Context: an optimization exercise on an open-source flow, tuned for a short achievable clock period and few clock cycles per item. The choices shown serve that exercise and are no tape-out recipe.
Only simulation tests tie the RTL to the original design; equivalence was not proved.
No activity file was given, so power comes from the tool's default toggle rates.

--- flow/run.sh ---
#!/bin/bash
set -euo pipefail
here=$(pwd)
rm -rf "$here/scripts"
cp -r "$FLOW_HOME/scripts" "$here/scripts"
cp "$here/flow/abc_speed.script" "$here/scripts/abc_speed.script"
cp "$here/flow/synth_preamble.tcl" "$here/scripts/synth_preamble.tcl"
bash standard.sh SCRIPTS_DIR="$here/scripts" ADDER_MAP_FILE= SETUP_SLACK_MARGIN=5.9 \
  "BUFFER_PORTS_ARGS=-buffer_cell sky130_fd_sc_hd__buf_4" finish > "$here/standard_flow.log" 2>&1
--- flow/abc_speed.script ---
strash
balance
rewrite
refactor
balance
rewrite -z
balance
refactor -z
rewrite -z
balance
dch
map -D 100
strash
balance
dch
map -D 100
buffer -c
topo
stime -c
upsize -c
--- flow/synth_preamble.tcl ---
yosys -import

source $::env(SCRIPTS_DIR)/util.tcl
source $::env(SCRIPTS_DIR)/synth_dont_use.tcl
erase_non_stage_variables synth

# If using a cached, gate level netlist, then copy over to the results dir with
# preserve timestamps flag set. If you don't, subsequent runs will cause the
# floorplan step to be re-executed.
if { [env_var_exists_and_non_empty SYNTH_NETLIST_FILES] } {
  if { [llength $::env(SYNTH_NETLIST_FILES)] == 1 } {
    log_cmd exec cp -p $::env(SYNTH_NETLIST_FILES) $::env(RESULTS_DIR)/1_2_yosys.v
  } else {
    # The date should be the most recent date of the files, but to
    # keep things simple we just use the creation date
    log_cmd exec cat {*}$::env(SYNTH_NETLIST_FILES) > $::env(RESULTS_DIR)/1_2_yosys.v
  }
  log_cmd exec cp -p $::env(SDC_FILE) $::env(RESULTS_DIR)/1_synth.sdc
  if { [env_var_exists_and_non_empty CACHED_REPORTS] } {
    log_cmd exec cp -p {*}$::env(CACHED_REPORTS) $::env(REPORTS_DIR)/.
  }
  if { ![info exists ::synth_canonicalize_step] } {
    dont_use_report_ready_netlist $::env(RESULTS_DIR)/1_2_yosys.v
  }
  exit
}

proc read_checkpoint { file } {
  # We are reading a Yosys checkpoint
  if { [file extension $file] == ".json" } {
    read_json $file
  } else {
    read_rtlil $file
  }
}

proc read_design_sources { } {
  # We are reading Verilog sources
  source $::env(SCRIPTS_DIR)/synth_stdcells.tcl

  # Setup verilog include directories
  set vIdirsArgs ""
  if { [env_var_exists_and_non_empty VERILOG_INCLUDE_DIRS] } {
    foreach dir $::env(VERILOG_INCLUDE_DIRS) {
      lappend vIdirsArgs "-I$dir"
    }
    set vIdirsArgs [join $vIdirsArgs]
  }

  if { [env_var_equals SYNTH_HDL_FRONTEND slang] } {
    plugin -i slang

    set slang_args [list \
      -D SYNTHESIS --keep-hierarchy --compat=vcs --ignore-assertions --top $::env(DESIGN_NAME) \
      {*}$vIdirsArgs {*}[env_var_or_empty VERILOG_DEFINES]]

    # slang requires all files at once
    lappend slang_args {*}$::env(VERILOG_FILES)

    # Add clock gate cell definition, if available
    if { [env_var_exists_and_non_empty CLKGATE_MAP_FILE] } {
      lappend slang_args $::env(CLKGATE_MAP_FILE)
    }

    # Apply top-level parameters
    dict for {key value} [env_var_or_empty VERILOG_TOP_PARAMS] {
      lappend slang_args -G "$key=$value"
    }

    # Automatically blackbox macros from ADDITIONAL_LIBS so that
    # any competing Verilog definitions in the source files are
    # ignored in favor of the liberty view, consistent with the
    # behavior of the builtin Verilog frontend.
    if { [env_var_exists_and_non_empty ADDITIONAL_LIBS] } {
      foreach m [get_liberty_cell_names] {
        lappend slang_args --blackboxed-module "$m"
      }
    }

    # Apply module blackboxing based on module names as they appear
    # in the input, that is before any module name mangling done
    # by elaboration and synthesis
    if { [env_var_exists_and_non_empty SYNTH_BLACKBOXES] } {
      foreach m $::env(SYNTH_BLACKBOXES) {
        lappend slang_args --blackboxed-module "$m"
      }
    }

    # Add user arguments
    lappend slang_args {*}$::env(SYNTH_SLANG_ARGS)

    yosys read_slang {*}$slang_args

    # Workaround for yosys-slang#119
    setattr -unset init
  } elseif { [env_var_equals SYNTH_HDL_FRONTEND verific] } {
    if { [env_var_exists_and_non_empty VERILOG_INCLUDE_DIRS] } {
      verific -vlog-incdir {*}$::env(VERILOG_INCLUDE_DIRS)
    }
    if { [env_var_exists_and_non_empty VERILOG_DEFINES] } {
      verific -vlog-define {*}$::env(VERILOG_DEFINES)
    }
    verific -sv2012 {*}$::env(VERILOG_FILES)
    verific -import -no-split-complex-ports $::env(DESIGN_NAME)

    dict for {key value} [env_var_or_empty VERILOG_TOP_PARAMS] {
      # Apply top-level parameters
      chparam -set $key $value $::env(DESIGN_NAME)
    }

    if { [env_var_exists_and_non_empty SYNTH_BLACKBOXES] } {
      error "Non-empty SYNTH_BLACKBOXES unsupported with HDL frontend \"verific\""
    }
  } elseif { ![env_var_exists_and_non_empty SYNTH_HDL_FRONTEND] } {
    verilog_defaults -push
    if { [env_var_exists_and_non_empty VERILOG_DEFINES] } {
      verilog_defaults -add {*}$::env(VERILOG_DEFINES)
    }
    foreach file $::env(VERILOG_FILES) {
      read_verilog -defer -sv {*}$vIdirsArgs $file
    }
    # Read platform specific mapfile for OPENROAD_CLKGATE cells
    if { [env_var_exists_and_non_empty CLKGATE_MAP_FILE] } {
      read_verilog -defer $::env(CLKGATE_MAP_FILE)
    }
    verilog_defaults -pop

    dict for {key value} [env_var_or_empty VERILOG_TOP_PARAMS] {
      # Apply top-level parameters
      chparam -set $key $value $::env(DESIGN_NAME)
    }

    if { [env_var_exists_and_non_empty SYNTH_BLACKBOXES] } {
      hierarchy -check -top $::env(DESIGN_NAME)
      foreach m $::env(SYNTH_BLACKBOXES) {
        blackbox $m
      }
    }
  } else {
    error "Unrecognized HDL frontend: $::env(SYNTH_HDL_FRONTEND)"
  }
}

if { $::env(ABC_AREA) } {
  puts "Using ABC area script."
  set abc_script $::env(SCRIPTS_DIR)/abc_area.script
} else {
  puts "Using ABC speed script."
  set abc_script $::env(SCRIPTS_DIR)/abc_speed.script
}

# Create argument list for stat
set lib_args ""
foreach lib $::env(LIB_FILES) {
  append lib_args "-liberty $lib "
}

# Exclude dont_use cells. This includes macros that are specified via
# LIB_FILES and ADDITIONAL_LIBS that are included in LIB_FILES.
set lib_dont_use_args ""
if { [env_var_exists_and_non_empty DONT_USE_CELLS] } {
  foreach cell $::env(DONT_USE_CELLS) {
    lappend lib_dont_use_args -dont_use $cell
  }
}

# Technology mapping for cells
# own flow: ABC may not use the gates with long series stacks
foreach cell {or4 or4b or4bb nor4 nor4b nor4bb o41a o41ai or3 or3b nor3 nor3b o311a o311ai o2111a o2111ai a2111o a2111oi o221a o211a o2bb2a o32a o32ai a32o o31a a311o a211o a221o a222oi a41o} {
  foreach size {0 1 2 4 8} {
    lappend lib_dont_use_args -dont_use sky130_fd_sc_hd__${cell}_${size}
  }
}
set abc_args [list -script $abc_script \
  {*}$lib_args {*}$lib_dont_use_args -constr $::env(OBJECTS_DIR)/abc.constr]

if { [env_var_exists_and_non_empty SDC_FILE_CLOCK_PERIOD] } {
  puts "Extracting clock period from SDC file: $::env(SDC_FILE_CLOCK_PERIOD)"
  set fp [open $::env(SDC_FILE_CLOCK_PERIOD) r]
  set clock_period [string trim [read $fp]]
  if { $clock_period != "" } {
    puts "Setting clock period to $clock_period"
    lappend abc_args -D $clock_period
  }
  close $fp
}

set constr [open $::env(OBJECTS_DIR)/abc.constr w]
puts $constr "set_driving_cell $::env(ABC_DRIVER_CELL)"
puts $constr "set_load $::env(ABC_LOAD_IN_FF)"
close $constr

proc convert_liberty_areas { } {
  cellmatch -derive_luts =A:liberty_cell
  # find a reference nand2 gate
  set found_cell ""
  set found_cell_area ""
  # iterate over all cells with a nand2 signature
  foreach cell [split [string trim [tee -q -s result.string select -list-mod =*/a:lut=4'b0111 %m]] "\n"] {
    if { ![rtlil::has_attr -mod $cell area] } {
      puts "Cell $cell missing area information"
      continue
    }
    set area [rtlil::get_attr -string -mod $cell area]
    if { $found_cell == "" || $area < $found_cell_area } {
      set found_cell $cell
      set found_cell_area $area
    }
  }
  if { $found_cell == "" } {
    error "reference nand2 cell not found"
  }

  # convert the area on all Liberty cells to a gate number equivalent
  foreach box [split [string trim [tee -q -s result.string select -list-mod =A:area =A:liberty_cell %i]] "\n"] {
    set area [rtlil::get_attr -mod -string $box area]
    set gate_eq [expr { int($area / $found_cell_area) }]
    rtlil::set_attr -mod -uint $box gate_cost_equivalent $gate_eq
  }
}
--- standard.sh ---
#!/bin/bash
# synth_recipe.tcl (not shown) runs the flow's synth.tcl, then flattens the netlist and writes it again
# the make line also repeats each setting of config.mk as NAME=value (left out here)
make -C /OpenROAD-flow-scripts/flow DESIGN_CONFIG=/design/flow/config.mk WORK_HOME=/design/flow/orfs CLKGATE_MAP_FILE= SYNTH_SCRIPT=/design/flow/synth_recipe.tcl "${@:-finish}"
--- config.mk ---
export PLATFORM = sky130hd
export DESIGN_NAME = dlx_core
export DESIGN_NICKNAME = dlx_core
export VERILOG_FILES = /design/flow/design.v
export SDC_FILE = /design/flow/constraint.sdc
export NUM_CORES = 8
export LEC_CHECK = 0
export CAP_MARGIN = 20
export CORE_MARGIN = 2
export CORE_UTILIZATION = 30
export PLACE_DENSITY = 0.5
export SLEW_MARGIN = 20
export SYNTH_HIERARCHICAL = 1
--- constraint.sdc ---
create_clock -name core_clock -period 9.0 [get_ports {clk}]
set_input_delay 1.8000 -clock core_clock [delete_from_list [all_inputs] [get_ports {clk}]]
set_output_delay 1.8000 -clock core_clock [all_outputs]
set_load 0.01 [all_outputs]
--- design.v ---
`timescale 1ns/1ps
`default_nettype none
package dlx_isa_pkg;
  localparam int WORD_WIDTH   = 32;
  localparam int REG_COUNT    = 32;
  localparam int REG_BITS     = 5;
  localparam int OPCODE_WIDTH = 6;
  localparam int FUNCT_WIDTH  = 6;
  localparam int IMM_WIDTH    = 16;
  typedef logic [WORD_WIDTH-1:0]   word_t;
  typedef logic [REG_BITS-1:0]     reg_addr_t;
  typedef logic [OPCODE_WIDTH-1:0] opcode_t;
  typedef logic [FUNCT_WIDTH-1:0]  funct_t;
  typedef logic [IMM_WIDTH-1:0]    imm16_t;
  localparam opcode_t OP_RTYPE = 6'h00;
  localparam opcode_t OP_J     = 6'h02;
  localparam opcode_t OP_JAL   = 6'h03;
  localparam opcode_t OP_BEQZ  = 6'h04;
  localparam opcode_t OP_BNEZ  = 6'h05;
  localparam opcode_t OP_ADDI  = 6'h08;
  localparam opcode_t OP_ANDI  = 6'h0c;
  localparam opcode_t OP_ORI   = 6'h0d;
  localparam opcode_t OP_XORI  = 6'h0e;
  localparam opcode_t OP_JR    = 6'h12;
  localparam opcode_t OP_JALR  = 6'h13;
  localparam funct_t FN_ADD = 6'h20;
  localparam funct_t FN_SUB = 6'h22;
  localparam funct_t FN_AND = 6'h24;
  localparam funct_t FN_OR  = 6'h25;
  localparam funct_t FN_XOR = 6'h26;
  localparam funct_t FN_SLT = 6'h2a;
  localparam reg_addr_t LINK_REG = 5'd31;  
endpackage
`default_nettype wire
`timescale 1ns/1ps
`default_nettype none
package dlx_core_pkg;
  typedef enum logic [2:0] {
    ALU_ADD,
    ALU_SUB,
    ALU_AND,
    ALU_OR,
    ALU_XOR,
    ALU_SLT,
    ALU_PASS_B
  } alu_op_t;
  typedef enum logic [2:0] {
    FLOW_NEXT,
    FLOW_BEQZ,
    FLOW_BNEZ,
    FLOW_JUMP_REL,
    FLOW_JUMP_REG
  } flow_t;
  typedef struct packed {
    logic [31:0]           pc;
    logic [31:0]           pc_plus_four;
    alu_op_t                alu_op;
    flow_t                  flow;
    logic [31:0]           operand_a;
    logic [31:0]           operand_b;    
    logic [31:0]           offset;       
    logic [4:0]             dest;
    logic                   write;
    logic                   link;
  } decoded_t;
  typedef struct packed {
    logic               taken;
    logic [31:0]        target;
  } redirect_t;
  typedef struct packed {
    logic [31:0]           pc;
    logic                   write;
    logic [4:0]             dest;
    logic [31:0]           data;
  } retire_t;
endpackage
`default_nettype wire
`timescale 1ns/1ps
`default_nettype none
module dlx_core (
  input  wire logic        clk,
  input  wire logic        reset,
  input  wire logic        stall,
  input  wire logic [31:0] instr_data,
  output      logic [31:0] instr_addr,
  output      logic [31:0] retire_pc,
  output      logic        retire_write,
  output      logic [4:0]  retire_dest,
  output      logic [31:0] retire_data,
  output      logic        retire_valid
);
  function automatic logic [31:0] carries(input logic [31:0] g, input logic [31:0] t,
                                          input logic cin);
    logic [31:0] gg, tt, gn, tn;
    gg    = g;
    tt    = t;
    gg[0] = g[0] | (t[0] & cin);
    for (int k = 1; k < 32; k = k * 2) begin
      gn = gg;
      tn = tt;
      for (int i = k; i < 32; i++) begin
        gn[i] = gg[i] | (tt[i] & gg[i-k]);
        tn[i] = tt[i] & tt[i-k];
      end
      gg = gn;
      tt = tn;
    end
    carries = {gg[30:0], cin};
  endfunction
  logic [31:0] pc;
  logic        d_valid;
  logic [31:0] d_ir;
  logic [31:0] d_pc;
  logic [31:0] d_pc4;
  logic        d_pred;    
  logic        d_jr_ok;   
  logic [31:0] d_rf_a;    
  logic [31:0] d_rf_b;    
  logic        d_nz_a;    
  logic        d_one_a;   
  logic        d_whit_a;  
  logic        d_whit_b;  
  logic        d_rhit_a;  
  logic        d_rhit_b;  
  logic        d_ehit_a;  
  logic        d_ehit_b;  
  logic        d_op_r;    
  logic        d_pass;    
  logic        d_sub;     
  logic        d_rel_ok_b;  
  logic        d_rel_ok_j;  
  logic        e_valid;
  logic        e_wr;
  logic [4:0]  e_dest;
  logic [31:0] e_pc;
  logic [31:0] e_g;       
  logic [31:0] e_t;       
  logic        e_cin;     
  logic        e_a31;     
  logic        e_b31;
  logic        e_add, e_and, e_or, e_xor, e_slt, e_pass;
  logic        r_valid;
  logic        r_wr;
  logic [4:0]  r_dest;
  logic [31:0] r_pc;
  logic [31:0] r_data;
  logic        r_zero;    
  logic [31:1] r_we;      
  logic [31:0] w_data;    
  logic        w_zero;
  logic        w_one;     
  logic [31:0] lv31;      
  logic        lv31_ok;   
  logic        nopred;    
  wire  [32*32-1:0] rf;   
  wire  [31:0]      nz;   
  wire  [31:0]      one;  
  logic [31:0] pc4;
  logic [31:0] pc_next;
  logic        f_pred;
  logic        f_jr_ok;
  dlx_port_reg #(.W(32)) pc_port_i (
    .clk  (clk),
    .reset(reset),
    .en   (d_redir | ~stall),
    .d    (pc_next),
    .q    (instr_addr)
  );
  assign pc4        = {pc[31:2] + 30'd1, pc[1:0]};
  logic [5:0]  op;
  logic [4:0]  rs1, rs2, rd;
  logic [5:0]  fn;
  logic [15:0] imm;
  logic        op_r, r_alu;
  logic        fn_add, fn_sub, fn_and, fn_or, fn_xor, fn_slt;
  logic        op_addi, op_andi, op_ori, op_xori, op_imm;
  logic        op_br, op_beqz, op_jr, op_j, op_link;
  logic        rs1_zero;
  logic [4:0]  dest;
  logic        d_wr;
  assign op   = d_ir[31:26];
  assign rs1  = d_ir[25:21];
  assign rs2  = d_ir[20:16];
  assign rd   = d_ir[15:11];
  assign fn   = d_ir[5:0];
  assign imm  = d_ir[15:0];
  assign op_r    = d_op_r;           
  assign fn_add  = (fn == 6'h20);
  assign fn_sub  = (fn == 6'h22);
  assign fn_and  = (fn == 6'h24);
  assign fn_or   = (fn == 6'h25);
  assign fn_xor  = (fn == 6'h26);
  assign fn_slt  = (fn == 6'h2a);
  assign r_alu   = op_r & (fn_add | fn_sub | fn_and | fn_or | fn_xor | fn_slt);
  assign op_addi = (op == 6'h08);
  assign op_andi = (op == 6'h0c);
  assign op_ori  = (op == 6'h0d);
  assign op_xori = (op == 6'h0e);
  assign op_imm  = op_addi | op_andi | op_ori | op_xori;
  assign op_br   = (op[5:1] == 5'b00010);       
  assign op_beqz = ~op[0];
  assign op_jr   = (op[5:1] == 5'b01001);       
  assign op_j    = (op[5:1] == 5'b00001);       
  assign op_link = (op == 6'h03) | (op == 6'h13);
  assign rs1_zero = (rs1 == 5'd0);
  assign dest = op_r ? rd : (op_link ? 5'd31 : rs2);
  assign d_wr = (r_alu | op_imm | op_link) & (dest != 5'd0);
  logic [31:0] a_val, b_reg;
  logic        r_hit_a, e_hit_a;
  assign a_val   = d_rhit_a ? r_data : (d_whit_a ? w_data : d_rf_a);
  assign b_reg   = {32{op_r}} & (d_rhit_b ? r_data : (d_whit_b ? w_data : d_rf_b));
  assign r_hit_a = d_rhit_a;
  assign e_hit_a = d_ehit_a;
  logic        pass;
  logic [31:0] b_next;
  assign pass = d_pass;               
  logic [31:0] b_imm;
  always_comb begin
    if (op_link)                 b_imm = d_pc4;
    else if (op_r)               b_imm = 32'd0;
    else if (op_addi)            b_imm = {{16{imm[15]}}, imm};
    else if (op_andi & rs1_zero) b_imm = 32'd0;
    else                         b_imm = {16'h0000, imm};
  end
  assign b_next = b_reg | b_imm;
  logic e_fz;       
  logic a_nz;
  logic br_taken;
  logic d_haz;
  logic d_redir;
  logic [31:0] jr_val;
  logic [31:0] redir_tgt;
  assign a_nz     = e_hit_a ? ~e_fz : r_hit_a ? ~r_zero : d_whit_a ? ~w_zero : d_nz_a;
  assign br_taken = op_beqz ? ~a_nz : a_nz;
  assign d_haz = d_valid & e_hit_a & ((op_br & e_slt) | (op_jr & ~d_jr_ok & ~e_pass));
  logic [31:0] tgt_b, tgt_j;
  logic        rel_ok_b, rel_ok_j;
  logic [31:0] sext_b, sext_j;
  assign sext_b = {{16{imm[15]}}, imm};
  assign sext_j = {{6{d_ir[25]}}, d_ir[25:0]};
  assign tgt_b  = d_pc4 ^ sext_b ^ carries(d_pc4 & sext_b, d_pc4 | sext_b, 1'b0);
  assign tgt_j  = d_pc4 ^ sext_j ^ carries(d_pc4 & sext_j, d_pc4 | sext_j, 1'b0);
  assign rel_ok_b = d_rel_ok_b;    
  assign rel_ok_j = d_rel_ok_j;
  assign jr_val    = e_hit_a ? e_t : a_val;
  logic d_again;    
  assign d_again   = d_haz | (d_valid & op_br & d_pred & ~rel_ok_b);
  assign d_redir   = d_again | (d_valid & ((op_jr & ~d_jr_ok) |
                                           (op_j & ~rel_ok_j) |
                                           (op_br & (br_taken ^ d_pred))));
  assign redir_tgt = d_again ? d_pc :
                     op_jr   ? {jr_val[31:2], 2'b00} :
                     op_j    ? tgt_j :
                     d_pred  ? d_pc4 : tgt_b;
  logic src_one, d_to_zero;
  assign src_one   = d_whit_a ? w_one : d_one_a;
  assign d_to_zero = op_addi & (rs2 == rs1) & (imm == 16'hffff) & ~e_hit_a &
                     ~r_hit_a & src_one;    
  logic [31:1] f_sel_a, f_sel_b;
  logic        f_r, fe_hit_a, fe_hit_b, fd_hit_a, fd_hit_b, fr_hit_a, fr_hit_b;
  logic [31:0] f_rf_a, f_rf_b;
  logic        f_nz_a, f_one_a;
  assign f_r      = (instr_data[31:26] == 6'h00);
  logic f_pass, f_sub;
  assign f_pass = (instr_data[31:26] == 6'h03) | (instr_data[31:26] == 6'h13) |
                  (((instr_data[31:26] == 6'h08) | (instr_data[31:26] == 6'h0c) |
                    (instr_data[31:26] == 6'h0d) | (instr_data[31:26] == 6'h0e)) &
                   (instr_data[25:21] == 5'd0));
  assign f_sub  = f_r & ((instr_data[5:0] == 6'h22) | (instr_data[5:0] == 6'h2a));
  assign fr_hit_a = r_wr & (r_dest == instr_data[25:21]);
  assign fr_hit_b = r_wr & (r_dest == instr_data[20:16]) & f_r;
  assign fe_hit_a = e_wr & (e_dest == instr_data[25:21]);
  assign fe_hit_b = e_wr & (e_dest == instr_data[20:16]) & f_r;
  assign fd_hit_a = d_valid & d_wr & (dest == instr_data[25:21]);
  assign fd_hit_b = d_valid & d_wr & (dest == instr_data[20:16]) & f_r;
  always_comb begin
    for (int i = 1; i < 32; i++) begin
      f_sel_a[i] = (instr_data[25:21] == 5'(i));
      f_sel_b[i] = (instr_data[20:16] == 5'(i));
    end
  end
  always_comb begin
    f_rf_a  = 32'd0;
    f_rf_b  = 32'd0;
    f_nz_a  = 1'b0;
    f_one_a = 1'b0;
    for (int i = 1; i < 32; i++) begin
      f_rf_a  = f_rf_a | ({32{f_sel_a[i]}} & rf[32*i +: 32]);
      f_rf_b  = f_rf_b | ({32{f_sel_b[i]}} & rf[32*i +: 32]);
      f_nz_a  = f_nz_a | (f_sel_a[i] & nz[i]);
      f_one_a = f_one_a | (f_sel_a[i] & one[i]);
    end
  end
  logic [5:0]  f_op;
  logic        f_j, f_br, f_jr;
  logic [4:0]  f_rs;
  logic        fd_hit;
  logic [31:0] f_jr_val;
  logic [15:0] f_sum;
  logic        sel_jr, sel_rel, sel_pc4;
  logic [31:0] f_next;
  assign f_op  = instr_data[31:26];
  assign f_j   = (f_op[5:1] == 5'b00001);    
  assign f_br  = (f_op[5:1] == 5'b00010);    
  assign f_jr  = (f_op[5:1] == 5'b01001);    
  assign f_rs     = instr_data[25:21];
  assign fd_hit   = d_valid & d_wr & (dest == f_rs);
  assign f_jr_ok  = fd_hit ? pass : ((f_rs == 5'd31) ? lv31_ok : (f_rs == 5'd0));
  assign f_jr_val = fd_hit ? b_imm : ({32{f_rs == 5'd31}} & lv31);    
  logic [31:0] f_cy;
  assign f_cy  = carries({16'd0, pc4[15:0] & instr_data[15:0]},
                         {16'd0, pc4[15:0] | instr_data[15:0]}, 1'b0);
  assign f_sum = pc4[15:0] ^ instr_data[15:0] ^ f_cy[15:0];
  assign sel_jr  = ~nopred & f_jr;
  assign sel_rel = ~nopred & (f_j | (f_br & instr_data[15] &
                                     ~(f_op[0] & fd_hit & d_to_zero)));
  assign sel_pc4 = ~sel_jr & ~sel_rel;
  assign f_pred  = sel_jr | sel_rel;
  assign f_next  = ({32{sel_pc4}} & pc4) |
                   ({32{sel_jr}}  & {f_jr_val[31:2], 2'b00}) |
                   ({32{sel_rel}} & {pc4[31:16], f_sum});
  assign pc_next = d_redir ? redir_tgt : f_next;
  logic [31:0] res;
  logic        lt;
  logic [31:0] g_next, t_next;
  logic        a31_next, b31_next;
  logic        sub;
  assign sub = d_sub;                 
  logic [31:0] e_p, sum;
  logic        z_add;
  assign e_p = e_t & ~e_g;                        
  assign sum = e_p ^ carries(e_g, e_t, e_cin);    
  assign lt  = (e_a31 ^ e_b31) ? e_a31 : sum[31];
  assign res = ({32{e_add}} & sum) |
               ({32{e_and}} & e_g) |
               ({32{e_or}}  & e_t) |
               ({32{e_xor}} & e_p) |
               {31'd0, e_slt & lt};
  assign z_add = ~|(e_p ^ {e_t[30:0], e_cin});
  assign e_fz  = ~((e_add & ~z_add) | (e_and & |e_g) | (e_or & |e_t) | (e_xor & |e_p));
  logic [31:0] a_fwd, b_fwd, a_op, b_op;
  assign a_fwd    = e_hit_a ? res : a_val;
  assign b_fwd    = d_ehit_b ? res : b_next;
  assign a_op     = pass ? 32'd0 : a_fwd;
  assign b_op     = sub ? ~b_fwd : b_fwd;
  assign g_next   = a_op & b_op;
  assign t_next   = a_op | b_op;
  assign a31_next = a_fwd[31];
  assign b31_next = b_fwd[31];
  always_ff @(posedge clk or posedge reset) begin
    if (reset) begin
      pc <= 32'd0;
    end else if (d_redir || !stall) begin
      pc <= pc_next;
    end
  end
  always_ff @(posedge clk or posedge reset) begin
    if (reset) begin
      d_valid <= 1'b0;
      d_ir    <= 32'd0;
      d_pc    <= 32'd0;
      d_pc4   <= 32'd0;
      d_pred  <= 1'b0;
      d_jr_ok <= 1'b0;
      d_rf_a  <= 32'd0;
      d_rf_b  <= 32'd0;
      d_nz_a  <= 1'b0;
      d_one_a <= 1'b0;
      d_whit_a <= 1'b0;
      d_whit_b <= 1'b0;
      d_rhit_a <= 1'b0;
      d_rhit_b <= 1'b0;
      d_ehit_a <= 1'b0;
      d_ehit_b <= 1'b0;
      d_rel_ok_b <= 1'b0;
      d_rel_ok_j <= 1'b0;
      d_op_r  <= 1'b1;
      d_pass  <= 1'b0;
      d_sub   <= 1'b0;
    end else begin
      d_valid <= !stall & !d_redir;
      d_rf_a  <= f_rf_a;
      d_rf_b  <= f_rf_b;
      d_nz_a  <= f_nz_a;
      d_one_a <= f_one_a;
      d_whit_a <= fr_hit_a & ~fe_hit_a;
      d_whit_b <= fr_hit_b & ~fe_hit_b;
      d_rhit_a <= fe_hit_a;
      d_rhit_b <= fe_hit_b;
      d_ehit_a <= fd_hit_a;
      d_ehit_b <= fd_hit_b;
      d_op_r  <= f_r;
      d_pass  <= f_pass;
      d_sub   <= f_sub;
      d_rel_ok_b <= (f_cy[16] == instr_data[15]);
      d_rel_ok_j <= f_cy[16] ? (&instr_data[25:16]) : ~(|instr_data[25:16]);
      d_ir    <= instr_data;
      d_pc    <= pc;
      d_pc4   <= pc4;
      d_pred  <= f_pred;
      d_jr_ok <= f_jr_ok;
    end
  end
  logic d_go;
  assign d_go = d_valid & ~d_again;
  always_ff @(posedge clk or posedge reset) begin
    if (reset)                nopred <= 1'b0;
    else if (d_again)         nopred <= d_valid & op_br & d_pred & ~rel_ok_b;
    else if (!stall)          nopred <= 1'b0;
  end
  always_ff @(posedge clk or posedge reset) begin
    if (reset) begin
      e_valid <= 1'b0;
      e_wr    <= 1'b0;
      e_dest  <= 5'd0;
      e_pc    <= 32'd0;
      e_g     <= 32'd0;
      e_t     <= 32'd0;
      e_cin   <= 1'b0;
      e_a31   <= 1'b0;
      e_b31   <= 1'b0;
      e_add   <= 1'b0;
      e_and   <= 1'b0;
      e_or    <= 1'b0;
      e_xor   <= 1'b0;
      e_slt   <= 1'b0;
      e_pass  <= 1'b0;
    end else begin
      e_valid <= d_go;
      e_wr    <= d_go & d_wr;
      e_dest  <= dest;
      e_pc    <= d_pc;
      e_g     <= g_next;
      e_t     <= t_next;
      e_cin   <= sub;
      e_a31   <= a31_next;
      e_b31   <= b31_next;
      e_add   <= ~pass & ((op_r & (fn_add | fn_sub)) | op_addi);
      e_and   <= ~pass & ((op_r & fn_and) | op_andi);
      e_or    <= pass | (op_r & fn_or) | op_ori;
      e_xor   <= ~pass & ((op_r & fn_xor) | op_xori);
      e_slt   <= op_r & fn_slt;
      e_pass  <= pass;
    end
  end
  always_ff @(posedge clk or posedge reset) begin
    if (reset) begin
      lv31    <= 32'd0;
      lv31_ok <= 1'b1;
    end else if (d_go && d_wr && dest == 5'd31) begin
      lv31    <= b_imm;       
      lv31_ok <= pass;
    end else if (e_wr && e_dest == 5'd31) begin
      lv31    <= res;
      lv31_ok <= 1'b1;
    end
  end
  always_ff @(posedge clk or posedge reset) begin
    if (reset) begin
      w_data <= 32'd0;
      w_zero <= 1'b1;
      w_one  <= 1'b0;
    end else begin
      w_data <= r_data;
      w_zero <= r_zero;
      w_one  <= (r_data == 32'd1);
    end
  end
  always_ff @(posedge clk or posedge reset) begin
    if (reset) begin
      r_valid <= 1'b0;
      r_wr    <= 1'b0;
      r_dest  <= 5'd0;
      r_pc    <= 32'd0;
      r_data  <= 32'd0;
      r_zero  <= 1'b1;
      r_we    <= '0;
    end else begin
      r_valid <= e_valid;
      r_wr    <= e_wr;
      r_dest  <= e_dest;
      r_pc    <= e_pc;
      r_data  <= res;
      r_zero  <= e_slt ? ~lt : e_fz;
      for (int i = 1; i < 32; i++) r_we[i] <= e_wr & (e_dest == 5'(i));
    end
  end
  for (genvar g = 1; g < 32; g++) begin : gen_rf
    logic [31:0] q;
    logic        q_nz;
    logic        q_one;
    always_ff @(posedge clk or posedge reset) begin
      if (reset) begin
        q    <= 32'd0;
        q_nz <= 1'b0;
        q_one <= 1'b0;
      end else if (r_we[g]) begin
        q    <= r_data;
        q_nz <= ~r_zero;
        q_one <= (r_data == 32'd1);
      end
    end
    assign rf[32*g +: 32] = q;
    assign nz[g]          = q_nz;
    assign one[g]         = q_one;
  end
  assign rf[31:0] = 32'd0;
  assign nz[0]    = 1'b0;
  assign one[0]   = 1'b0;
  assign retire_valid = r_valid;
  assign retire_pc    = r_pc;
  dlx_port_reg_ne #(.W(38)) retire_port_i (
    .clk  (clk),
    .reset(reset),
    .d    ({e_wr, e_dest, res}),
    .q    ({retire_write, retire_dest, retire_data})
  );
endmodule
module dlx_port_reg #(
  parameter int W = 1
) (
  input  wire logic         clk,
  input  wire logic         reset,
  input  wire logic         en,
  input  wire logic [W-1:0] d,
  output      logic [W-1:0] q
);
  always_ff @(posedge clk or posedge reset) begin
    if (reset)   q <= '0;
    else if (en) q <= d;
  end
endmodule
module dlx_port_reg_ne #(
  parameter int W = 1
) (
  input  wire logic         clk,
  input  wire logic         reset,
  input  wire logic [W-1:0] d,
  output      logic [W-1:0] q
);
  always_ff @(posedge clk or posedge reset) begin
    if (reset) q <= '0;
    else       q <= d;
  end
endmodule
`default_nettype wire
==> notes.md, run 1 <==
Sw Share=0.312; H-tree depth=4; Flop pwr share=0.426; vias in the first global route=slightly below 80000; Die W=545 um; DP Wirelength=310 mm; Area Growth Syn to Fin=15.2%; WL final=~490 mm; hold violation total from the final report=0; Cell Rows=~200; WL per Instance=approximately 35 um; largest net degree at the start of global routing=164; post-route ant nets=0; CTS tree=yes; Hold Crit Class=reg -> reg; Biggest register=gen_rf.q; CTS hold repair buffers=0; Setup Skew=~110 ps; Int Power=approximately 14 mW; CP Class=reg -> reg; Starting Density=0.302; Die Ht=545 um; Net Sw Power=6.21 mW; Cell Area, Synth=0.0877 mm^2; first-pass GRT wire length=662 mm; Hold Worst Slack=around 340 ps; DR vias=around 86000; Core ar.=between 0.2 and 0.3 mm^2; Pre-Repair DR Iteration Count=12; Post-synth EDFFs=0; CP cell instances=buf_12 > clkinvlp_4 > buf_12 > a21oi_1 > a221oi_2 > a21oi_1 > o221ai_2 > o21ai_0 > o21ai_0 > and2_1 > nand2_1 > o21ai_2; crit end category=flip-flop; max reg flops=about 990; Synth async-reset ratio=1.00; CP Data Required Time=approximately 10000 ps; Final Cycle Share=0.361; CTS clk-pin slew, worst paths=60 ps; CP bufs+invs=3; Synth Instances=about 9800; io pins=around 140; Clk pwr share=0.410; Pleak=between 40 and 50 nW; antenna violations before repair=between 50 and 60; Initial DRC Count=~14000; Peak VDD IR=roughly 0.14 mV; pwr/cell area=~200 mW/mm^2; Layout fillers=~30000; CTS buffer count=193; layout cells sized above 1=0.187; Clock Tree Buf Depth=4; # clock sinks=1611; vias per cell=6.06; Overflow after GRT=0; Worst-Skew Late Latency=about 900 ps; Yosys cell types=between 70 and 80; setup TNS=0 ps; GP Congestion=about 1; most frequent cells in the layout=dfrtp_1 (1497), nand2_1 (1307), nor2_1 (1237); crit-path leading delay family=compound AO/OA/AOI/OAI gates; most common cell after layout, fill and taps aside=dfrtp_1; Slew @ Worst Pin=1170 ps; Worst Setup Start Kind=flip-flop; fin. max-slew vios=0; register area share after synthesis=0.460; worst-path maximum fanout=36; top cells by area, synth=dfrtp_1 (46%), clkbuf_8 (9.3%), a21oi_1 (6.3%), nand2_1 (5.9%), nor2_1 (5.8%); Yosys top cell by area=dfrtp_1; yosys warns=9; Yosys reg bits=approximately 1600; top_reg_cell synth=dfrtp_1; Combinational Power Share=0.164; CP Data Arrival Time=between 3000 and 4000 ps; status=no timing/DRC/antenna violations; syn avg cell area=approximately 9.0 um^2; Crit-path slowest cell=a21oi_1; Yosys top cell area share=0.459; relative slew slack=0.219; maxcap violations=0; final setup vio count=0; RSZ-0062 raised after global routing=true; final period demand of the worst path=3250 ps; # nets final=just over 10000; max incr delay on CP=between 500 and 600 ps; total track usage=0.320; number of remaining DRC errors=0; Largest regs=gen_rf.q (992), retire_port_i.q (38); fmax=0.308 GHz; DIE AREA=between 0.2 and 0.3 mm^2; CTS Root Cell=clkbuf_16; I/O Buffers=between 100 and 150; Mapped Nets=around 9800
[synth_stat cells (13+ instances only)]
master,number
a211oi_1,44
nand3_1,275
o2bb2ai_1,15
o211ai_1,89
o21ai_0,779
o22ai_1,169
o21ai_2,34
o221ai_1,40
o21bai_1,25
a31oi_1,80
nor2_2,28
clkdlybuf4s50_2,16
nand4_1,251
nand2_1,1378
a22oi_1,460
and2_2,17
inv_1,797
o21a_1,18
dfrtp_1,1607
bufbuf_16,30
a221oi_1,282
clkbuf_8,590
buf_6,13
xnor2_1,15
xor2_1,27
nand4b_1,14
mux2_2,15
or2_2,19
nor2_1,1353
a21oi_1,1108
clkinv_1,17
[cell families after synthesis]
family / synth area share
AOI/OAI and AO/OA: 0.225
xor gates and xnor gates: 0.00419
DFF: 0.460
and+or+nand+nor: 0.162
muxes: 0.00193
buffers and inverters: 0.147
[worst reg2reg max path: cells and delay by family, from the launching register on]
family,cells,cell delay (ps)
AOI/OAI and AO/OA,7,1840
buffers and inverters,3,660
DFF,1,370
and+or+nand+nor,2,270
[metrics by stage]
stage	power [mW]	setup WS, ps	std cells	utilization	cell area (um^2)
floorplan	10.0	-14140	9776	-	87700
global placement	11.2	3510	13400	0.297	86300
detailed placement	11.2	3400	13400	0.297	86300
CTS	19.6	5720	13900	0.335	97300
global route	20.5	5710	14100	0.347	101000
finish	19.9	5750	14100	0.347	101000
[power groups by stage]
stage	Combinational (mW)	Clock, mW	Sequential, mW
2_1_floorplan	1.69	0	8.31
4_1_cts	2.93	8.22	8.45
3_5_place_dp	2.68	0	8.55
6_report	3.27	8.17	8.48
5_1_grt	3.48	8.50	8.52
3_3_place_gp	2.68	0	8.55
[cell type report]
cell class | instances | area [um^2] | area share
well taps | 3900 | 4880 | 0.0483
clock inverters | 50 | 682 | 0.00675
clock buffers | 287 | 5740 | 0.0568
multi-input cells | 6663 | 37000 | 0.366
repair inverters | 11 | 71.3 | 0.000706
diodes | 35 | 87.6 | 0.000867
inverters | 826 | 3540 | 0.0351
repair buffers | 749 | 8480 | 0.0839
flip-flops and latches | 1611 | 40500 | 0.401
[routing by layer]
metal / wire, um / global-route usage
met1: 182000 / 0.395
met2: 201000 / 0.455
met3: 67400 / 0.124
met4: 43700 / 0.226
met5: 329 / 0.00308
[path summary, 6_finish.rpt]
| check | cells past startpoint | slack (ps) | start | to |
|---|---|---|---|---|
| hold / removal | 0 | 340 | e_pc[23] | r_pc[23] |
| hold reg to reg | 0 | 340 | e_pc[23] | r_pc[23] |
| setup / recovery | 12 | 5750 | d_whit_a | pc_port_i.q[2] |
| max in group asynchronous | 4 | 6130 | reset | gen_rf[26].q[2] |
| setup reg to reg | 12 | 5750 | d_whit_a | pc_port_i.q[2] |
| min in group asynchronous | 2 | 1020 | reset | r_we[14] |
[repair_timing]
item                                    in CTS  in global routing
resized for setup                          696                507
buffers inserted                           169                176
gates cloned                                25                 20
pin swaps                                   48                138
endpoints found under the setup margin    1123                831
Testbench counts, summed over its fixed seeds: cycles 40,424, instructions 40,000.
==> run 2, diff against run 1 <==
--- a/design.v
+++ b/design.v
@@ -125,4 +125,6 @@
   logic        d_ehit_a;  
   logic        d_ehit_b;  
+  logic [15:0] d_sum16;   
+  logic        d_c16;     
   logic        d_op_r;    
   logic        d_pass;    
@@ -150,4 +152,8 @@
   logic        w_zero;
   logic        w_one;     
+  logic        w_wr;      
+  logic [4:0]  w_dest;
+  logic [31:1] w_we;      
+  logic [31:0] rf_wdata;  
   logic [31:0] lv31;      
   logic        lv31_ok;   
@@ -236,9 +242,24 @@
   logic [31:0] tgt_b, tgt_j;
   logic        rel_ok_b, rel_ok_j;
-  logic [31:0] sext_b, sext_j;
-  assign sext_b = {{16{imm[15]}}, imm};
-  assign sext_j = {{6{d_ir[25]}}, d_ir[25:0]};
-  assign tgt_b  = d_pc4 ^ sext_b ^ carries(d_pc4 & sext_b, d_pc4 | sext_b, 1'b0);
-  assign tgt_j  = d_pc4 ^ sext_j ^ carries(d_pc4 & sext_j, d_pc4 | sext_j, 1'b0);
+  logic [15:0] hi16_p1, hi16_m1;
+  logic [5:0]  hi6_p1, hi6_m1;
+  logic [31:0] c_mid;
+  logic [9:0]  s_mid;
+  logic        up_b, dn_b, up_j, dn_j;
+  assign hi16_p1 = d_pc4[31:16] + 16'd1;
+  assign hi16_m1 = d_pc4[31:16] - 16'd1;
+  assign up_b    = d_c16 & ~imm[15];
+  assign dn_b    = ~d_c16 & imm[15];
+  assign tgt_b   = {({16{up_b}} & hi16_p1) | ({16{dn_b}} & hi16_m1) |
+                    ({16{~up_b & ~dn_b}} & d_pc4[31:16]), d_sum16};
+  assign c_mid   = carries({22'd0, d_pc4[25:16] & d_ir[25:16]},
+                           {22'd0, d_pc4[25:16] | d_ir[25:16]}, d_c16);
+  assign s_mid   = d_pc4[25:16] ^ d_ir[25:16] ^ c_mid[9:0];
+  assign hi6_p1  = d_pc4[31:26] + 6'd1;
+  assign hi6_m1  = d_pc4[31:26] - 6'd1;
+  assign up_j    = c_mid[10] & ~d_ir[25];
+  assign dn_j    = ~c_mid[10] & d_ir[25];
+  assign tgt_j   = {({6{up_j}} & hi6_p1) | ({6{dn_j}} & hi6_m1) |
+                    ({6{~up_j & ~dn_j}} & d_pc4[31:26]), s_mid, d_sum16};
   assign rel_ok_b = d_rel_ok_b;    
   assign rel_ok_j = d_rel_ok_j;
@@ -291,4 +312,5 @@
       f_one_a = f_one_a | (f_sel_a[i] & one[i]);
     end
+    if (w_wr && w_dest == instr_data[25:21]) f_one_a = w_one;
   end
   logic [5:0]  f_op;
@@ -376,4 +398,6 @@
       d_rel_ok_j <= 1'b0;
       d_op_r  <= 1'b1;
+      d_sum16 <= 16'd0;
+      d_c16   <= 1'b0;
       d_pass  <= 1'b0;
       d_sub   <= 1'b0;
@@ -391,4 +415,6 @@
       d_ehit_b <= fd_hit_b;
       d_op_r  <= f_r;
+      d_sum16 <= f_sum;
+      d_c16   <= f_cy[16];
       d_pass  <= f_pass;
       d_sub   <= f_sub;
@@ -461,8 +487,14 @@
       w_zero <= 1'b1;
       w_one  <= 1'b0;
+      w_wr   <= 1'b0;
+      w_dest <= 5'd0;
+      w_we   <= '0;
     end else begin
       w_data <= r_data;
       w_zero <= r_zero;
       w_one  <= (r_data == 32'd1);
+      w_wr   <= r_wr;
+      w_dest <= r_dest;
+      w_we   <= r_we;
     end
   end
@@ -494,11 +526,13 @@
         q    <= 32'd0;
         q_nz <= 1'b0;
-        q_one <= 1'b0;
       end else if (r_we[g]) begin
-        q    <= r_data;
+        q    <= rf_wdata;
         q_nz <= ~r_zero;
-        q_one <= (r_data == 32'd1);
       end
     end
+    always_ff @(posedge clk or posedge reset) begin
+      if (reset)        q_one <= 1'b0;
+      else if (w_we[g]) q_one <= w_one;
+    end
     assign rf[32*g +: 32] = q;
     assign nz[g]          = q_nz;
@@ -508,4 +542,5 @@
   assign nz[0]    = 1'b0;
   assign one[0]   = 1'b0;
+  dlx_copy_reg #(.W(32)) rf_wdata_i (.clk(clk), .reset(reset), .d(res), .q(rf_wdata));
   assign retire_valid = r_valid;
   assign retire_pc    = r_pc;
@@ -534,4 +569,17 @@
   parameter int W = 1
 ) (
+  input  wire logic         clk,
+  input  wire logic         reset,
+  input  wire logic [W-1:0] d,
+  output      logic [W-1:0] q
+);
+  always_ff @(posedge clk or posedge reset) begin
+    if (reset) q <= '0;
+    else       q <= d;
+  end
+endmodule
+module dlx_copy_reg #(
+  parameter int W = 1
+) (
   input  wire logic         clk,
   input  wire logic         reset,
==> run 2 against run 1 <==
Compared with the run above:
- synthesized cell count fell by 4.5%
- first-iteration DRC count fell by 5.9%
- flip-flop and latch count rose by 86
- sequential power fell by 1%
- register-to-register slack improved by 170 ps
==> notes.md, run 2 <==
Die W=549 um (+0.77%); DR vias=82300 (-3.9%); hold violation total from the final report=0 (unchanged); Starting Density=0.301 (-0.000659); antenna violations before repair=61 (+20%); WL final=487 mm (-1.6%); CTS Root Cell=clkbuf_16; fin worst setup slack=5700 ps (-51.8 ps); Largest regs=gen_rf.q (992), retire_port_i.q (38); register area share after synthesis=0.477 (+0.0171); worst-path maximum fanout=2 (-94%); Crit Reg-Reg Startpoint=d_whit_a; CTS tree=yes; top cells by area, synth=dfrtp_1 (48%), clkbuf_8 (7.6%), nand2_1 (6.2%), o21ai_0 (6.1%), inv_1 (4.9%); Final Non-Filler Cells=13700 (-2.9%); H-tree depth=4 (unchanged); Area Growth Syn to Fin=14.2%; relative slew slack=0.211 (-0.00811); fmax=0.303 GHz (-1.6%); syn avg cell area=9.54 um^2 (+6.4%); max incr delay on CP=480 ps (-90 ps); vias in the first global route=75800 (-4.2%); top_reg_cell synth=dfrtp_1; Synth Instances=9334 (-4.5%); Hold Crit Class=reg -> reg; DP Wirelength=297 mm (-4.1%); Worst Hold Launch=e_pc[13]; Pleak=42.8 nW (-0.85%); largest net degree at the start of global routing=173 (+5.5%); Yosys cell types=96 (+23%); CP Class=reg -> out; Cell Rows=200 (+1.0%); CP Data Arrival Time=1500 ps (-2470 ps); # nets final=9618 (-4.7%); Crit-path slowest cell=dfrtp_2; Yosys top cell area share=0.476 (+0.0171); Pre-Repair DR Iteration Count=8 (-4); Initial DRC Count=13100 (-5.9%); CTS clk-pin slew, worst paths=60 ps (about the same); reg2reg setup slack=5920 ps (+170 ps); maxcap violations=0 (unchanged); Overflow after GRT=0 (unchanged); final period demand of the worst path=3300 ps (+51.8 ps); Peak VDD IR=0.145 mV (+1.0%); Post-synth top cells=dfrtp_1 (1693), nand2_1 (1464), inv_1 (1162); Yosys reg bits=1697 (+5.3%); Post-synth EDFFs=0 (unchanged); final setup vio count=0 (unchanged); Final Cycle Share=0.367 (+0.00576); Worst-Skew Late Latency=920 ps (about the same); Biggest register=gen_rf.q; register area=0.0426 mm^2 (+5.2%); I/O Buffers=137 (unchanged); yosys warns=10 (+1); WL per Instance=35.5 um (+1.3%); most frequent cells in the layout=dfrtp_1 (1591), nand2_1 (1422), inv_1 (1095); Layout fillers=30100 (+0.020%); Worst Setup Start Kind=flip-flop; fin. max-slew vios=0 (unchanged); Die Ht=549 um (+0.77%); CTS buffer count=200 (+3.6%); Worst Reg-to-Reg Cells=11 (-1); Clock Tree Buf Depth=4 (unchanged); CP bufs+invs=1 (-2); CP cell instances=buf_6; status=no timing/DRC/antenna violations; pwr/cell area=187 mW/mm^2 (-5.4%); number of remaining DRC errors=0 (unchanged); total track usage=0.309 (-0.0112); layout cells sized above 1=0.205 (+0.0179); CP Data Required Time=7200 ps (-2520 ps); Core ar.=0.296 mm^2 (+1.8%); GP Congestion=0.987 (-3.1%); cell with the most instances after synthesis=dfrtp_1; Slew @ Worst Pin=1180 ps (+12.2 ps); hold path depth=0 (unchanged); RSZ-0062 raised after global routing=true; crit end category=output port; Cell Area, Synth=0.0891 mm^2 (+1.6%); most common cell after layout, fill and taps aside=dfrtp_1; Yosys top cell by area=dfrtp_1; placed insts=13000 (-2.8%); Setup Skew=103 ps (-6.81 ps); FF-to-FF End=pc_port_i.q[25]; Multi-input gate area=0.0348 mm^2 (-6.0%); crit-path leading delay family=flip-flops; post-route ant nets=0 (unchanged); setup TNS=0 ps (unchanged); Hold Path End=r_pc[13]; io pins=138 (unchanged); vias per cell=6.00 (-1.1%); Synth async-reset ratio=1.00 (unchanged); max reg flops=992 (unchanged); first-pass GRT wire length=648 mm (-2.1%); # clock sinks=1697 (+5.3%); DIE AREA=0.301 mm^2 (+1.6%); dpl ws=3680 ps (+279 ps); CTS hold repair buffers=0 (unchanged); Mapped Nets=9369 (-4.5%)
==> run 2: cell count changes after synthesis, sizes merged, moves of 117 or more <==
cell / previous run / this run
inv: 803 / 1172
a22oi: 465 / 146
a21oi: 1112 / 448
nor2: 1385 / 544
nand2: 1384 / 1501
mux2: 15 / 273
o21ai: 818 / 1159
o22ai: 170 / 428
==> run 2: timing repair <==
item	4_1_cts	5_1_grt
endpoints found under the setup margin	675	762
setup buffers	151	140
resized for setup	596	315
gates cloned	17	16
pin swaps	39	72
==> run 2: where the power goes <==
part	total, mW	switching [mW]	internal (mW)
sequential	8.38	0.381	8.00
combinational	2.19	1.42	0.765
clock	8.41	3.53	4.88
==> run 2: metal layers <==
metal	track usage	wire [um]	share of wire	vias to the layer above
li1	-	-	-	32900
met1	0.391	183000	0.38	40700
met2	0.437	198000	0.41	6747
met3	0.112	65100	0.13	1961
met4	0.211	40600	0.083	26
met5	0.00317	164	0.00034	-
==> run 2: cells by family (layout without fill, tap and decap cells) <==
| family | Yosys count | count (layout) | synth area share |
|---|---|---|---|
| AOI/OAI and AO/OA | 2892 | 2893 | 0.205 |
| xor gates and xnor gates | 41 | 41 | 0.00412 |
| buffers and inverters | 1835 | 2229 | 0.149 |
| DFF | 1697 | 1697 | 0.477 |
| muxes | 279 | 279 | 0.0352 |
| other | 0 | 49 | 0 |
| and+or+nand+nor | 2590 | 2596 | 0.129 |
==> run 2: how the worst max path moves through the flow <==
stage	end	cells past startpoint	slack, ps	startpoint
after floorplan	d_c16	1	-14900	reset
after global placement	d_rf_b[7]	10	3730	instr_data[20]
after detailed placement	d_rf_b[12]	10	3680	instr_data[20]
after CTS	instr_addr[31]	1	5660	pc_port_i.q[31]
after global routing	instr_addr[31]	1	5680	pc_port_i.q[31]
final	instr_addr[31]	1	5700	pc_port_i.q[31]
==> run 2: area by class of cell <==
type | count | share of cell area
Inverter | 1195 | 0.0488
Sequential cell | 1697 | 0.419
Timing Repair inverter | 3 | 0.000234
Timing Repair Buffer | 677 | 0.0755
Clock buffer | 292 | 0.0568
Tap cell | 3939 | 0.0484
Clock inverter | 62 | 0.00781
Multi-Input combinational cell | 5809 | 0.342
Antenna cell | 49 | 0.00121
==> run 2: metrics by stage <==
stage | power, mW | hold slack (ps) | area, um^2 | utilization
6_report | 19.0 | 347 | 102000 | 0.344
5_1_grt | 19.5 | 354 | 102000 | 0.343
4_1_cts | 18.9 | 349 | 98900 | 0.334
3_5_place_dp | 10.3 | 335 | 88400 | 0.299
3_3_place_gp | 10.3 | 334 | 88300 | 0.298
2_1_floorplan | 9.58 | 331 | 89100 | -
Testbench counts of run 2, summed over its fixed seeds: cycles 40,424, instructions 40,000.
==> run 3, diff against run 2 <==
--- a/design.v
+++ b/design.v
@@ -166,9 +166,8 @@
   logic        f_pred;
   logic        f_jr_ok;
-  dlx_port_reg #(.W(32)) pc_port_i (
+  dlx_copy_reg #(.W(32)) pc_port_i (
     .clk  (clk),
     .reset(reset),
-    .en   (d_redir | ~stall),
-    .d    (pc_next),
+    .d    ((d_redir | ~stall) ? pc_next : pc),
     .q    (instr_addr)
   );
--- a/flow/run.sh
+++ b/flow/run.sh
@@ -7,3 +7,3 @@
 cp "$here/flow/synth_preamble.tcl" "$here/scripts/synth_preamble.tcl"
 bash standard.sh SCRIPTS_DIR="$here/scripts" ADDER_MAP_FILE= SETUP_SLACK_MARGIN=5.9 \
-  "BUFFER_PORTS_ARGS=-buffer_cell sky130_fd_sc_hd__buf_4" finish > "$here/standard_flow.log" 2>&1
+  "BUFFER_PORTS_ARGS=-buffer_cell sky130_fd_sc_hd__buf_4" CTS_CLUSTER_SIZE=20 CTS_CLUSTER_DIAMETER=150 finish > "$here/standard_flow.log" 2>&1
==> run 3 against run 2 <==
Compared with the run above:
- still clean on timing, DRC and antenna
- register-to-register slack worse by 30 ps
- count of clock-buffer cells in the layout decreased by 173
- global-route usage down 0.62 points
- hold slack improved by 5.3 ps
- die area shrank 2.0%
- cell count decreased by 4.3%
- power is 19% lower
- combinational power is 4% lower
- area after synthesis fell by 2.0%
- sequential power about the same
- final area fell by 5.3%
- wire length shrank 4.4%
- highest routed layer unchanged
==> notes.md, run 3 <==
Crit-path slowest cell=dfrtp_1; design area=0.0963 mm^2 (-5.3%); Flop pwr share=0.544 (+0.102); total track usage=0.303 (-0.00617); Biggest register=gen_rf.q; GP Congestion=1.00 (+1.7%); Synth async-reset ratio=1.00 (unchanged); Clk pwr share=0.319 (-0.124); cell with the most instances after synthesis=dfrtp_1; io pins=138 (unchanged); top cells by area, synth=dfrtp_1 (49%), clkbuf_8 (7.7%), o21ai_0 (6.0%), nand2_1 (6.0%), mux2_2 (5.1%); DP Wirelength=284 mm (-4.5%); CTS clk-pin slew, worst paths=90 ps (+30 ps); WL per Instance=35.4 um (about the same); Starting Density=0.301 (about the same); antenna violations before repair=61 (unchanged); Yosys reg bits=1697 (unchanged); register area=0.0426 mm^2 (-0.17%); CTS buffer count=96 (-52%); Yosys top cell by area=dfrtp_1; CTS tree=yes; syn avg cell area=9.68 um^2 (+1.4%); CTS Root Cell=clkbuf_16; Core ar.=0.290 mm^2 (-1.9%); Layout fillers=29700 (-1.3%); CTS hold repair buffers=0 (unchanged); max reg flops=992 (unchanged); Peak VDD IR=0.197 mV (+36%); Pre-Repair DR Iteration Count=7 (-1); Synth Instances=9021 (-3.4%); largest family of logic cells by synthesized area=compound AO/OA/AOI/OAI gates; CP bufs+invs=1 (unchanged); relative slew slack=0.137 (-0.0740); Slew @ Worst Pin=1290 ps (+111 ps); Area Growth Syn to Fin=10.3%; max incr delay on CP=450 ps (-30 ps); number of remaining DRC errors=0 (unchanged); vias in the first global route=73500 (-3.1%); Mapped Nets=9056 (-3.3%); Sw Share=0.298 (+0.0165); # nets final=9172 (-4.6%); Yosys top cell area share=0.485 (+0.00967); crit-path leading delay family=flip-flops; RSZ-0062 raised after global routing=true; crit end category=output port; Cell Rows=198 (-1.0%); Int Power=10.8 mW (-21%); Die W=543 um (-0.99%); Worst-Skew Late Latency=840 ps (-80 ps); H-tree depth=3 (-1); vias per cell=6.11 (+1.9%); post-synthesis mux area share=0.0506 (+0.0154); final period demand of the worst path=3230 ps (-68.7 ps); CP Data Arrival Time=1430 ps (-70 ps); Clock Tree Buf Depth=3 (-1); register area share after synthesis=0.486 (+0.00969); layout cells sized above 1=0.184 (-0.0210); maxcap violations=0 (unchanged); hold violation total from the final report=0 (unchanged); DIE AREA=0.295 mm^2 (-2.0%); top_reg_cell synth=dfrtp_1; Compound-Gate Fraction of Synth Area=0.200 (-0.00546); Pleak=40.4 nW (-5.7%); placed cell areas=0.0871 mm^2 (-1.4%); fmax=0.309 GHz (+2.1%); CP Class=reg -> out; final setup vio count=0 (unchanged); Net Sw Power=4.58 mW (-14%); Die Ht=543 um (-0.99%); Overflow after GRT=0 (unchanged); CP cell instances=buf_6; status=no timing/DRC/antenna violations; WL final=465 mm (-4.4%); Post-synth EDFFs=0 (unchanged); Multi-input gate area=0.0343 mm^2 (-1.4%); CP Data Required Time=7200 ps (about the same); CP Launch Point=retire_port_i.q[8]; Setup Skew=76.7 ps (-26.6 ps); most common cell after layout, fill and taps aside=dfrtp_1; setup TNS=0 ps (unchanged); largest net degree at the start of global routing=174 (+0.58%); Worst Setup Start Kind=flip-flop; Combinational Power Share=0.137 (+0.022); DR vias=80300 (-2.5%); post-synthesis simple-gate area fraction=0.122 (-0.00759); Post-Synth Adder-Cell Area=0 (unchanged); Hold Crit Class=reg -> reg; first-pass GRT wire length=622 mm (-4.0%); Final Cycle Share=0.359 (-0.00763); post-route ant nets=0 (unchanged); Initial DRC Count=13900 (+6.3%); Crit Reg-Reg Startpoint=e_add; Cell Area, Synth=0.0873 mm^2 (-2.0%); XOR/XNOR share of the synthesized area=0.00380 (-0.000318); fin. max-slew vios=0 (unchanged); Yosys cell types=77 (-20%); most frequent cells in the layout=dfrtp_1 (1624), nand2_1 (1359), o21ai_0 (1013); # clock sinks=1697 (unchanged); Worst Hold Launch=e_valid; Largest regs=gen_rf.q (992), retire_port_i.q (38); Post-synth top cells=dfrtp_1 (1693), nand2_1 (1400), o21ai_0 (1055); yosys warns=9 (-1); worst-path maximum fanout=1 (-1); Power, Total=15.4 mW (-19%); I/O Buffers=137 (unchanged); pwr/cell area=160 mW/mm^2 (-14%)
run 3: cell count changes after synthesis, moves of 16 or more:
cell	previous run	this run
inv_1	1162	989
o22ai_1	426	332
a22oi_1	143	234
nand2_2	25	1
mux2_2	273	392
nor2_1	499	570
a221oi_1	383	346
o21ai_2	50	16
nand2_1	1464	1400
o21ai_0	1083	1055
nand3_1	234	197
o211ai_1	73	89
clkbuf_1	9	30
run 3: logic make-up after synthesis:
logic type	count (synthesis)
AOI/OAI and AO/OA	2787
xor gates and xnor gates	37
buffers and inverters	1627
DFF	1697
muxes	392
and+or+nand+nor	2481
run 3: area by class of cell:
| cell class | instances | area share |
|---|---|---|
| Antenna cell | 70 | 0.00182 |
| Clock inverter | 8 | 0.00164 |
| Sequential cell | 1697 | 0.442 |
| Multi-Input combinational cell | 5703 | 0.356 |
| Timing Repair inverter | 3 | 0.000234 |
| Timing Repair Buffer | 624 | 0.0766 |
| Tap cell | 3900 | 0.0507 |
| Clock buffer | 119 | 0.0268 |
| Inverter | 1012 | 0.0437 |
run 3: per-stage QoR:
stage / worst slack (ps) / hold WS, ps / cells / utilization
2_1_floorplan: -14900 / 331 / 9021 / -
3_3_place_gp: 3640 / 332 / 12700 / 0.300
3_5_place_dp: 3600 / 335 / 12700 / 0.300
4_1_cts: 5750 / 346 / 13000 / 0.323
5_1_grt: 5750 / 358 / 13100 / 0.331
6_report: 5770 / 352 / 13100 / 0.332
run 3: final timing paths:
kind,to,slack (ps),depth (start not counted)
max in group asynchronous,gen_rf[10].q[20],5970,5
min reg2reg,r_valid,350,0
min,r_valid,350,0
min in group asynchronous,retire_port_i.q[4],980,2
max reg2reg,e_t[3],5890,9
max,retire_data[8],5770,1
run 3: routing by layer:
layer,up-vias,track usage,part of all wire
met1,39700,0.371,0.36
met3,2065,0.131,0.15
met5,-,0.00422,0.0010
met2,6934,0.424,0.40
li1,31600,-,-
met4,38,0.210,0.091
run 3: timing repair:
action                                  4_1_cts  5_1_grt
endpoints found under the setup margin      833      863
resized for setup                           578      292
setup buffers                               143      100
gates cloned                                 20       13
pin swaps                                    31       56
run 3: power groups by stage:
stage / Clock [mW] / Combinational [mW] / Sequential, mW
2_1_floorplan: 0 / 1.10 / 8.40
3_3_place_gp: 0 / 1.77 / 8.49
3_5_place_dp: 0 / 1.79 / 8.48
4_1_cts: 4.94 / 1.96 / 8.36
5_1_grt: 5.19 / 2.25 / 8.40
6_report: 4.91 / 2.11 / 8.36
Testbench counts of run 3, summed over its fixed seeds: cycles 40,424, instructions 40,000.

afterwards: timing with drivers on the ports:
No port has a modelled driver above. Below, the same layouts with a new extraction and two added sets of constraints.
Step 1: set_driving_cell puts a clkbuf_16 on clk and a buf_2 on each other input, an assumption about the parent block.
Step 2, shift: input delay + t, output delay - t, t = (earliest + latest rising clock arrival at the registers) / 2. This alone moves slack from input paths to output paths.
a / b / c = ideal / step 1 / step 2; a / b = the first two.
run | shift t [ns] | setup slack, ns | hold slack, ns | worst register clock-pin slew, ns | cell pins on the clock port's net
run 1 | 0.964 | 5.750 / 5.661 / 4.698 | 0.341 / 0.341 / 0.341 | 0.07 / 0.07 | 1
run 2 | 0.959 | 5.698 / 5.574 / 4.615 | 0.347 / 0.347 / 0.347 | 0.07 / 0.07 | 1
run 3 | 0.902 | 5.767 / 5.669 / 4.863 | 0.352 / 0.352 / 0.352 | 0.10 / 0.10 | 1
After both steps every run listed still meets setup and hold. The setup slack of run 2, which loses most, moves by -0.124 ns with the drivers and by -1.083 ns with both steps.
